Source: an optimization exercise on an open RTL-to-GDS flow (aim: small area and a short achievable clock period). Production flows keep margins and buffers that such runs may drop. RTL that was checked went through simulation tests only; none was proved equivalent to the original.

==> inputs of 10-11 <==
Design prog_mem_ctrl, start of the top module:
module prog_mem_ctrl (
    input  logic        clk,
    input  logic        rst,
    input  logic        load_start,
    input  logic        load_valid,
    input  logic [7:0]  load_byte,
    output logic        load_ready,
    input  logic        load_end,
    output logic [8:0]  load_count,
    input  logic        fetch_req,
    input  logic [15:0] fetch_addr,
    output logic        fetch_ready,
    output logic        fetch_valid,
    output logic [15:0] fetch_inst,
    output logic        fetch_err
);
    logic        r_idle;
    logic        r_load;
    logic        r_resp;
    logic [7:0]  r_wptr;
    logic [8:0]  r_load_count;
    logic [15:0] r_inst_pre;   
    logic        r_err_pre;    
    logic [15:0] r_inst_hold_n;   
    logic        r_err_hold_n;
    logic        w_wr_en;
    logic        w_last;
    logic [8:0]  w_wptr_next;
    logic [15:0] w_rdata_n;
    logic        w_err;
    logic        w_take_fetch;
    logic        w_rst_n;      
    assign w_wr_en = r_load && load_valid;
    assign w_wptr_next = {1'b0, r_wptr} + {8'd0, w_wr_en};
    assign w_last      = w_wptr_next[8];
    prog_byte_ram u_ram (
        .clk   (clk),
        .load  (r_load),
        .valid (load_valid),
        .waddr (r_wptr),
        .wdata (load_byte),
        .raddr (fetch_addr[7:1]),
        .rdata_n (w_rdata_n)
  ...
clock: 7.0 ns
lec_check: 0
cap_margin: 20
core_margin: 2
core_utilization: 45
setup_slack_margin: 4.0
slew_margin: 20
synth_hierarchical: 1
standard.sh (not shown) runs the stock make flow with config.mk's settings and CLKGATE_MAP_FILE= SYNTH_SCRIPT=/design/flow/synth_recipe.tcl, a recipe that flattens the netlist after the stock synthesis.
==> flow/flow/run.sh <==
#!/bin/bash
# Layout flow: the standard ORFS flow (standard.sh) with two changes:
#  - clock tree synthesis without dummy loads, clusters of at most 16 sinks
#    within 50 um, clkbuf_8 buffers;
#  - the reset input and the fetch response outputs placed as one pin group
#    (flow/io.tcl), since reset acts on those outputs within the cycle.
# Each tool's output goes to its ORFS log under orfs/logs/; make's own output
# goes to make_finish.log in the work folder.
set -euo pipefail
cd "$(dirname "$0")/.."
CTS="-sink_clustering_enable -repair_clock_nets -dont_use_dummy_load"
CTS="$CTS -sink_clustering_size 16 -sink_clustering_max_diameter 50"
CTS="$CTS -buf_list sky130_fd_sc_hd__clkbuf_8"
bash standard.sh "CTS_ARGS=$CTS" "IO_CONSTRAINTS=$PWD/flow/io.tcl" finish > make_finish.log 2>&1
==> flow/flow/io.tcl <==
# Keep the reset input and the fetch response outputs next to each other.
set_io_pin_constraint -group -order -pin_names {rst fetch_valid fetch_err fetch_inst[0] fetch_inst[1] fetch_inst[2] fetch_inst[3] fetch_inst[4] fetch_inst[5] fetch_inst[6] fetch_inst[7] fetch_inst[8] fetch_inst[9] fetch_inst[10] fetch_inst[11] fetch_inst[12] fetch_inst[13] fetch_inst[14] fetch_inst[15]}
==> 04-25: changes against 10-11 <==
==> flow/design.v (replaced) <==
`default_nettype none
package prog_mem_ctrl_pkg;
    localparam int c_INST_W = 16;
endpackage
`default_nettype wire
`default_nettype none
module prog_byte_ram (
    input  logic        clk,
    input  logic        load,       
    input  logic        valid,      
    input  logic        phase,      
    input  logic [7:0]  waddr,      
    input  logic [7:0]  wdata,
    input  logic [6:0]  raddr,      
    output logic [15:0] rdata,      
    output logic [15:0] rdata_n     
);
    logic [2047:0] r_bits;      
    logic [2047:0] w_next;
    always_ff @(posedge clk) begin
        r_bits <= w_next;
    end
    logic [7:0]   r_stage;      
    logic [15:0]  w_whi;        
    logic [15:0]  w_whi_n;
    logic [7:0]   w_wlo;        
    logic [7:0]   w_wlo_v_n;    
    logic [127:0] w_we;         
    logic [127:0] w_keep;       
    logic [15:0]  w_wdata_x;    
    always_ff @(posedge clk) begin
        if (!waddr[0]) r_stage <= wdata;
    end
    always_comb begin
        for (int j = 0; j < 16; j++) begin
            w_whi[j]   = load && (waddr[7:4] == 4'(j));
            w_whi_n[j] = !(load && (waddr[7:4] == 4'(j)));
        end
        for (int k = 0; k < 8; k++) begin
            w_wlo[k]     = (waddr[3:1] == 3'(k));
            w_wlo_v_n[k] = !(valid && waddr[0] && (waddr[3:1] == 3'(k)));
        end
    end
    assign w_wdata_x = {wdata, r_stage} ^ {16{phase}};
    for (genvar w = 0; w < 128; w++) begin : g_wrow
        pmc_nor2  u_we   (.a(w_whi_n[w/8]), .b(w_wlo_v_n[w%8]), .y(w_we[w]));
        pmc_nand2 u_keep (.a(w_whi[w/8]),   .b(w_wlo[w%8]),     .y(w_keep[w]));
        for (genvar b = 0; b < 16; b++) begin : g_bit
            pmc_oai22 u_d (.a1(r_bits[16*w+b]), .a2(w_we[w]),
                           .b1(w_wdata_x[b]), .b2(w_keep[w]),
                           .y(w_next[16*w+b]));
        end
    end
    logic [7:0]   w_rhi;        
    logic [15:0]  w_rlo;        
    logic [127:0] w_wl_n;       
    always_comb begin
        for (int j = 0; j < 8; j++)  w_rhi[j] = (raddr[6:4] == 3'(j));
        for (int k = 0; k < 16; k++) w_rlo[k] = (raddr[3:0] == 4'(k));
    end
    for (genvar w = 0; w < 128; w++) begin : g_wl
        pmc_nand2 u_wl (.a(w_rhi[w/16]), .b(w_rlo[w%16]), .y(w_wl_n[w]));
    end
    for (genvar b = 0; b < 16; b++) begin : g_rbit
        logic [127:0] w_col;
        for (genvar w = 0; w < 128; w++) begin : g_col
            assign w_col[w] = r_bits[16*w + b];
        end
        pmc_sel128 u_sel (.wl_n(w_wl_n), .d(w_col), .y(rdata[b]), .y_n(rdata_n[b]));
    end
endmodule
module pmc_sel128 (
    input  logic [127:0] wl_n,
    input  logic [127:0] d,
    output logic         y,
    output logic         y_n
);
    logic [63:0] w_p1;          
    logic [31:0] w_n2;          
    logic [7:0]  w_p3;          
    logic [3:0]  w_n4;          
    for (genvar g = 0; g < 64; g++) begin : g_oai
        pmc_oai22 u_oai (.a1(wl_n[2*g]), .a2(d[2*g]), .b1(wl_n[2*g+1]), .b2(d[2*g+1]),
                         .y(w_p1[g]));
    end
    for (genvar g = 0; g < 32; g++) begin : g_nor
        pmc_nor2 u_nor (.a(w_p1[2*g]), .b(w_p1[2*g+1]), .y(w_n2[g]));
    end
    for (genvar g = 0; g < 8; g++) begin : g_nand
        pmc_nand4 u_nand (.a(w_n2[4*g]), .b(w_n2[4*g+1]), .c(w_n2[4*g+2]), .d(w_n2[4*g+3]),
                          .y(w_p3[g]));
    end
    for (genvar g = 0; g < 4; g++) begin : g_nor4
        pmc_nor2 u_nor (.a(w_p3[2*g]), .b(w_p3[2*g+1]), .y(w_n4[g]));
    end
    pmc_nand4 u_out   (.a(w_n4[0]), .b(w_n4[1]), .c(w_n4[2]), .d(w_n4[3]), .y(y_n));
    pmc_and4  u_out_p (.a(w_n4[0]), .b(w_n4[1]), .c(w_n4[2]), .d(w_n4[3]), .y(y));
endmodule
module pmc_nor2 (input logic a, input logic b, output logic y);
    assign y = !(a | b);
endmodule
module pmc_nand2 (input logic a, input logic b, output logic y);
    assign y = !(a & b);
endmodule
module pmc_nand4 (input logic a, input logic b, input logic c, input logic d, output logic y);
    assign y = !(a & b & c & d);
endmodule
module pmc_and4 (input logic a, input logic b, input logic c, input logic d, output logic y);
    assign y = a & b & c & d;
endmodule
module pmc_a221o (input logic a1, input logic a2, input logic b1, input logic b2,
                  input logic c1, output logic y);
    assign y = (a1 & a2) | (b1 & b2) | c1;
endmodule
module pmc_oai22 (input logic a1, input logic a2, input logic b1, input logic b2, output logic y);
    assign y = !((a1 | a2) & (b1 | b2));
endmodule
`default_nettype wire
`default_nettype none
module pmc_inv (input logic a, output logic y);
    assign y = !a;
endmodule
module pmc_a21oi (input logic a1, input logic a2, input logic b1, output logic y);
    assign y = !((a1 & a2) | b1);
endmodule
`default_nettype wire
`default_nettype none
module prog_mem_ctrl (
    input  logic        clk,
    input  logic        rst,
    input  logic        load_start,
    input  logic        load_valid,
    input  logic [7:0]  load_byte,
    output logic        load_ready,
    input  logic        load_end,
    output logic [8:0]  load_count,
    input  logic        fetch_req,
    input  logic [15:0] fetch_addr,
    output logic        fetch_ready,
    output logic        fetch_valid,
    output logic [15:0] fetch_inst,
    output logic        fetch_err
);
    logic        r_idle;
    logic        r_load;
    logic        r_resp;
    logic [7:0]  r_wptr;
    logic [8:0]  r_load_count;
    logic        r_phase;      
    logic [15:0] r_inst_pre;   
    logic        r_err_pre;    
    logic [15:0] r_inst_hold_n;   
    logic        r_err_hold_n;
    logic        w_wr_en;
    logic        w_last;
    logic [8:0]  w_wptr_next;
    logic [15:0] w_rdata;      
    logic [15:0] w_rdata_n;
    logic        w_sel_p0;     
    logic        w_sel_p1;     
    logic [15:0] w_keep_pre;   
    logic [15:0] w_pre_next;
    logic        w_err;
    logic        w_take_fetch;
    logic        w_rst_n;      
    assign w_wr_en = r_load && load_valid;
    assign w_wptr_next = {1'b0, r_wptr} + {8'd0, w_wr_en};
    assign w_last      = w_wptr_next[8];
    prog_byte_ram u_ram (
        .clk   (clk),
        .load  (r_load),
        .valid (load_valid),
        .phase (r_phase),
        .waddr (r_wptr),
        .wdata (load_byte),
        .raddr (fetch_addr[7:1]),
        .rdata   (w_rdata),
        .rdata_n (w_rdata_n)
    );
    assign w_err = fetch_addr[0] || (|fetch_addr[15:8]) ||
                   ({1'b0, fetch_addr[7:1]} >= r_load_count[8:1]);
    assign w_take_fetch = r_idle && !load_start && fetch_req;
    assign w_sel_p0   = w_rst_n && w_take_fetch && !w_err && !r_phase;
    assign w_sel_p1   = w_rst_n && w_take_fetch && !w_err &&  r_phase;
    assign w_keep_pre = {16{w_rst_n && !w_take_fetch}} & r_inst_pre;
    for (genvar b = 0; b < 16; b++) begin : g_pre
        pmc_a221o u_pre (.a1(w_sel_p0), .a2(w_rdata[b]), .b1(w_sel_p1), .b2(w_rdata_n[b]),
                         .c1(w_keep_pre[b]), .y(w_pre_next[b]));
    end
    assign load_ready  = r_load;
    assign fetch_ready = r_idle;
    assign fetch_valid = r_resp && !rst;
    logic [16:0] w_pre_sel_n;
    for (genvar b = 0; b < 17; b++) begin : g_omux
        if (b < 16) begin : g_inst
            pmc_nor2  u_nor (.a(rst), .b(r_inst_pre[b]), .y(w_pre_sel_n[b]));
            pmc_a21oi u_out (.a1(rst), .a2(r_inst_hold_n[b]), .b1(w_pre_sel_n[b]),
                             .y(fetch_inst[b]));
        end else begin : g_err
            pmc_nor2  u_nor (.a(rst), .b(r_err_pre), .y(w_pre_sel_n[b]));
            pmc_a21oi u_out (.a1(rst), .a2(r_err_hold_n), .b1(w_pre_sel_n[b]),
                             .y(fetch_err));
        end
    end
    pmc_inv  u_rst_n   (.a(rst), .y(w_rst_n));
    assign load_count  = r_load_count;
    always_ff @(posedge clk) begin
        r_inst_pre <= w_pre_next;
    end
    always_ff @(posedge clk) begin
        if (load_start && r_idle) begin
            r_wptr <= '0;
        end else begin
            r_wptr <= w_wptr_next[7:0];
        end
        if (!w_rst_n) begin
            r_idle       <= 1'b1;
            r_load       <= 1'b0;
            r_resp       <= 1'b0;
            r_load_count <= '0;
            r_phase      <= 1'b0;
            r_err_pre    <= 1'b0;
            r_inst_hold_n <= '1;
            r_err_hold_n  <= 1'b1;
        end else begin
            r_idle <= (r_idle && !load_start && !fetch_req) || r_resp ||
                      (r_load && (load_end || w_last));
            r_load <= (r_idle && load_start) || (r_load && !load_end && !w_last);
            r_resp <= w_take_fetch;
            r_phase <= !r_phase;
            if (r_load && (load_end || w_last)) begin
                r_load_count <= w_wptr_next;
            end
            r_inst_hold_n <= ~r_inst_pre;
            r_err_hold_n  <= ~r_err_pre;
            if (w_take_fetch) begin
                r_err_pre  <= w_err;
            end
        end
    end
endmodule
`default_nettype wire
==> flow/config.mk (replaced) <==
export PLATFORM = sky130hd
export DESIGN_NAME = prog_mem_ctrl
export DESIGN_NICKNAME = prog_mem_ctrl
export VERILOG_FILES = /design/flow/design.v
export SDC_FILE = /design/flow/constraint.sdc
export NUM_CORES = 4
export LEC_CHECK = 0
export CAP_MARGIN = 20
export CORE_MARGIN = 2
export CORE_UTILIZATION = 60
export SETUP_SLACK_MARGIN = 4.0
export SLEW_MARGIN = 20
export SYNTH_HIERARCHICAL = 1
==> 10-10: changes against 10-11 <==
--- a/flow/design.v
+++ b/flow/design.v
@@ -3,53 +3,57 @@
     localparam int c_INST_W = 16;
 endpackage
 `default_nettype wire
 `default_nettype none
 module prog_byte_ram (
     input  logic        clk,
     input  logic        load,       
     input  logic        valid,      
+    input  logic        phase,      
     input  logic [7:0]  waddr,      
     input  logic [7:0]  wdata,
     input  logic [6:0]  raddr,      
-    output logic [15:0] rdata_n     
+    output logic [15:0] rdata_a,    
+    output logic [15:0] rdata_b
 );
     logic [2047:0] r_bits;      
     logic [2047:0] w_next;
     always_ff @(posedge clk) begin
         r_bits <= w_next;
     end
     logic [7:0]   r_stage;      
     logic [15:0]  w_whi;        
     logic [15:0]  w_whi_n;
     logic [7:0]   w_wlo;        
     logic [7:0]   w_wlo_v_n;    
     logic [127:0] w_we;         
     logic [127:0] w_keep;       
+    logic [15:0]  w_wdata_x;    
     always_ff @(posedge clk) begin
         if (!waddr[0]) r_stage <= wdata;
     end
     always_comb begin
         for (int j = 0; j < 16; j++) begin
             w_whi[j]   = load && (waddr[7:4] == 4'(j));
             w_whi_n[j] = !(load && (waddr[7:4] == 4'(j)));
         end
         for (int k = 0; k < 8; k++) begin
             w_wlo[k]     = (waddr[3:1] == 3'(k));
             w_wlo_v_n[k] = !(valid && waddr[0] && (waddr[3:1] == 3'(k)));
         end
     end
+    assign w_wdata_x = {wdata, r_stage} ^ {16{phase}};
     for (genvar w = 0; w < 128; w++) begin : g_wrow
         pmc_nor2  u_we   (.a(w_whi_n[w/8]), .b(w_wlo_v_n[w%8]), .y(w_we[w]));
         pmc_nand2 u_keep (.a(w_whi[w/8]),   .b(w_wlo[w%8]),     .y(w_keep[w]));
         for (genvar b = 0; b < 16; b++) begin : g_bit
-            pmc_ao22 u_d (.a0(w_we[w]), .b0(b < 8 ? r_stage[b % 8] : wdata[b % 8]),
-                          .a1(w_keep[w]), .b1(r_bits[16*w+b]),
-                          .y(w_next[16*w+b]));
+            pmc_oai22 u_d (.a1(r_bits[16*w+b]), .a2(w_we[w]),
+                           .b1(w_wdata_x[b]), .b2(w_keep[w]),
+                           .y(w_next[16*w+b]));
         end
     end
     logic [7:0]   w_rhi_n;      
     logic [15:0]  w_rlo_n;      
     logic [127:0] w_wl;         
     always_comb begin
         for (int j = 0; j < 8; j++)  w_rhi_n[j] = (raddr[6:4] != 3'(j));
         for (int k = 0; k < 16; k++) w_rlo_n[k] = (raddr[3:0] != 4'(k));
@@ -57,28 +61,28 @@
     for (genvar w = 0; w < 128; w++) begin : g_wl
         pmc_nor2 u_wl (.a(w_rhi_n[w/16]), .b(w_rlo_n[w%16]), .y(w_wl[w]));
     end
     for (genvar b = 0; b < 16; b++) begin : g_rbit
         logic [127:0] w_col;
         for (genvar w = 0; w < 128; w++) begin : g_col
             assign w_col[w] = r_bits[16*w + b];
         end
-        pmc_sel128 u_sel (.wl(w_wl), .d(w_col), .y_n(rdata_n[b]));
+        pmc_sel128 u_sel (.wl(w_wl), .d(w_col), .y_a(rdata_a[b]), .y_b(rdata_b[b]));
     end
 endmodule
 module pmc_sel128 (
     input  logic [127:0] wl,
     input  logic [127:0] d,
-    output logic         y_n
+    output logic         y_a,
+    output logic         y_b
 );
     logic [42:0] w_n1;          
     logic [11:0] w_p2;          
     logic [5:0]  w_n3;          
-    logic [1:0]  w_p4;          
     for (genvar g = 0; g < 42; g++) begin : g_aoi
         pmc_aoi222 u_aoi (.a0(wl[3*g]),   .b0(d[3*g]),
                           .a1(wl[3*g+1]), .b1(d[3*g+1]),
                           .a2(wl[3*g+2]), .b2(d[3*g+2]), .y(w_n1[g]));
     end
     pmc_aoi22 u_aoi_last (.a0(wl[126]), .b0(d[126]), .a1(wl[127]), .b1(d[127]), .y(w_n1[42]));
     for (genvar g = 0; g < 7; g++) begin : g_nand4
         pmc_nand4 u_nand (.a(w_n1[4*g]), .b(w_n1[4*g+1]), .c(w_n1[4*g+2]), .d(w_n1[4*g+3]),
@@ -86,34 +90,33 @@
     end
     for (genvar g = 0; g < 5; g++) begin : g_nand3
         pmc_nand3 u_nand (.a(w_n1[28+3*g]), .b(w_n1[28+3*g+1]), .c(w_n1[28+3*g+2]),
                           .y(w_p2[7+g]));
     end
     for (genvar g = 0; g < 6; g++) begin : g_nor
         pmc_nor2 u_nor (.a(w_p2[2*g]), .b(w_p2[2*g+1]), .y(w_n3[g]));
     end
-    pmc_nand3 u_nand_a (.a(w_n3[0]), .b(w_n3[1]), .c(w_n3[2]), .y(w_p4[0]));
-    pmc_nand3 u_nand_b (.a(w_n3[3]), .b(w_n3[4]), .c(w_n3[5]), .y(w_p4[1]));
-    pmc_nor2  u_out    (.a(w_p4[0]), .b(w_p4[1]), .y(y_n));
+    pmc_nand3 u_nand_a (.a(w_n3[0]), .b(w_n3[1]), .c(w_n3[2]), .y(y_a));
+    pmc_nand3 u_nand_b (.a(w_n3[3]), .b(w_n3[4]), .c(w_n3[5]), .y(y_b));
 endmodule
 module pmc_nor2 (input logic a, input logic b, output logic y);
     assign y = !(a | b);
 endmodule
 module pmc_nand2 (input logic a, input logic b, output logic y);
     assign y = !(a & b);
 endmodule
 module pmc_nand3 (input logic a, input logic b, input logic c, output logic y);
     assign y = !(a & b & c);
 endmodule
 module pmc_nand4 (input logic a, input logic b, input logic c, input logic d, output logic y);
     assign y = !(a & b & c & d);
 endmodule
-module pmc_ao22 (input logic a0, input logic b0, input logic a1, input logic b1, output logic y);
-    assign y = (a0 & b0) | (a1 & b1);
+module pmc_oai22 (input logic a1, input logic a2, input logic b1, input logic b2, output logic y);
+    assign y = !((a1 | a2) & (b1 | b2));
 endmodule
 module pmc_aoi22 (input logic a0, input logic b0, input logic a1, input logic b1, output logic y);
     assign y = !((a0 & b0) | (a1 & b1));
 endmodule
 module pmc_aoi222 (input logic a0, input logic b0, input logic a1, input logic b1,
                    input logic a2, input logic b2, output logic y);
     assign y = !((a0 & b0) | (a1 & b1) | (a2 & b2));
 endmodule
@@ -143,38 +146,42 @@
     output logic [15:0] fetch_inst,
     output logic        fetch_err
 );
     logic        r_idle;
     logic        r_load;
     logic        r_resp;
     logic [7:0]  r_wptr;
     logic [8:0]  r_load_count;
+    logic        r_phase;      
     logic [15:0] r_inst_pre;   
     logic        r_err_pre;    
     logic [15:0] r_inst_hold_n;   
     logic        r_err_hold_n;
     logic        w_wr_en;
     logic        w_last;
     logic [8:0]  w_wptr_next;
-    logic [15:0] w_rdata_n;
+    logic [15:0] w_rdata_a;
+    logic [15:0] w_rdata_b;
     logic        w_err;
     logic        w_take_fetch;
     logic        w_rst_n;      
     assign w_wr_en = r_load && load_valid;
     assign w_wptr_next = {1'b0, r_wptr} + {8'd0, w_wr_en};
     assign w_last      = w_wptr_next[8];
     prog_byte_ram u_ram (
         .clk   (clk),
         .load  (r_load),
         .valid (load_valid),
+        .phase (r_phase),
         .waddr (r_wptr),
         .wdata (load_byte),
         .raddr (fetch_addr[7:1]),
-        .rdata_n (w_rdata_n)
+        .rdata_a (w_rdata_a),
+        .rdata_b (w_rdata_b)
     );
     assign w_err = fetch_addr[0] || (|fetch_addr[15:8]) ||
                    ({1'b0, fetch_addr[7:1]} >= r_load_count[8:1]);
     assign w_take_fetch = r_idle && !load_start && fetch_req;
     assign load_ready  = r_load;
     assign fetch_ready = r_idle;
     assign fetch_valid = r_resp && !rst;
     logic [16:0] w_pre_sel_n;
@@ -197,30 +204,32 @@
         end else begin
             r_wptr <= w_wptr_next[7:0];
         end
         if (!w_rst_n) begin
             r_idle       <= 1'b1;
             r_load       <= 1'b0;
             r_resp       <= 1'b0;
             r_load_count <= '0;
+            r_phase      <= 1'b0;
             r_inst_pre   <= '0;
             r_err_pre    <= 1'b0;
             r_inst_hold_n <= '1;
             r_err_hold_n  <= 1'b1;
         end else begin
             r_idle <= (r_idle && !load_start && !fetch_req) || r_resp ||
                       (r_load && (load_end || w_last));
             r_load <= (r_idle && load_start) || (r_load && !load_end && !w_last);
             r_resp <= w_take_fetch;
+            r_phase <= !r_phase;
             if (r_load && (load_end || w_last)) begin
                 r_load_count <= w_wptr_next;
             end
             r_inst_hold_n <= ~r_inst_pre;
             r_err_hold_n  <= ~r_err_pre;
             if (w_take_fetch) begin
-                r_inst_pre <= w_err ? 16'h0000 : ~w_rdata_n;
+                r_inst_pre <= w_err ? 16'h0000 : ((w_rdata_a | w_rdata_b) ^ {16{r_phase}});
                 r_err_pre  <= w_err;
             end
         end
     end
 endmodule
 `default_nettype wire
==> notes.md <==
|  | 10-10 | 04-25 | 10-11 |
|---|---|---|---|
| Average instance area after synthesis | 11.4 um^2 | 10.3 um^2 | 12.3 um^2 |
| Number of antenna violations at the first check in global routing | 4 | 5 | 5 |
| Run status | no timing/DRC/antenna violations | no timing/DRC/antenna violations | no timing/DRC/antenna violations |
| Number of cells on the critical path | 16 | 5 | 12 |
| Number of cell rows | 141 | 123 | 146 |
| Timing startpoint of the critical path | fetch_addr[1] | rst | fetch_addr[4] |
| Capture point of the worst path | r_inst_pre[7]$_SDFFE_PN0P_ | fetch_inst[6] | r_inst_pre[13]$_SDFFE_PN0P_ |
| Global-route met2 utilization | 48.7% | 63.6% | 50.2% |
| Crit-path max FO | 6 | 7 | 16 |
| Fraction of standard cell area in multi-input logic | 34.3% | 37.2% | 37.8% |
| Via density | 7.49 | 7.79 | 7.35 |
| Multi-input logic cell count | 3757 | 4475 | 3722 |
| Unique masters post-synth | 53 | 49 | 58 |
| Fraction of the mapped netlist area in compound gates | 30.1% | 28.9% | 35.2% |
| HPWL after DPL | 159000 um | 168000 um | 181000 um |
| Most common cell after layout, fill and taps aside | dfxtp_1 | o22ai_1 | dfxtp_1 |
| Minimum period implied by the final worst setup slack | 3.42 ns | 3.69 ns | 3.31 ns |
| Summed area of non-filler cells in the final layout | 78900 um^2 | 78600 um^2 | 83500 um^2 |
For 10-11, only the layout was checked, not whether the RTL still works.

[static timing again, ports no longer ideal]
In the flow no input, the clock included, has a driving cell. The finished layouts below were timed again as built, in two steps.
Step 1, drivers: a clkbuf_16 drives clk and a buf_2 each remaining input, both assumed.
Step 2 moves the port delays by t, midway between the first and last clock arrival at a register: inputs arrive t later, outputs are due t later. That takes back most of the time a late clock gives input paths.
Slacks: no drivers / after step 1 / after step 2; pairs: no drivers / after step 1.
run | t, ns | setup slack, ns | latest minus earliest clock arrival (ns) | worst register clock-pin slew, ns | worst data-port slew with drivers (ns)
10-11 | 1.026 | 3.686 / 3.257 / 2.667 | 0.142 / 0.142 | 0.11 / 0.11 | 0.59
04-25 | 0.957 | 3.315 / 3.269 / 2.923 | 0.068 / 0.068 | 0.11 / 0.11 | 0.08
10-10 | 1.009 | 3.584 / 3.509 / 2.526 | 0.156 / 0.155 | 0.11 / 0.11 | 0.23
After both steps setup and hold are still met in every run listed. For 10-10, which loses most, drivers alone change the setup slack by -0.075 ns; drivers and shift together by -1.058 ns.
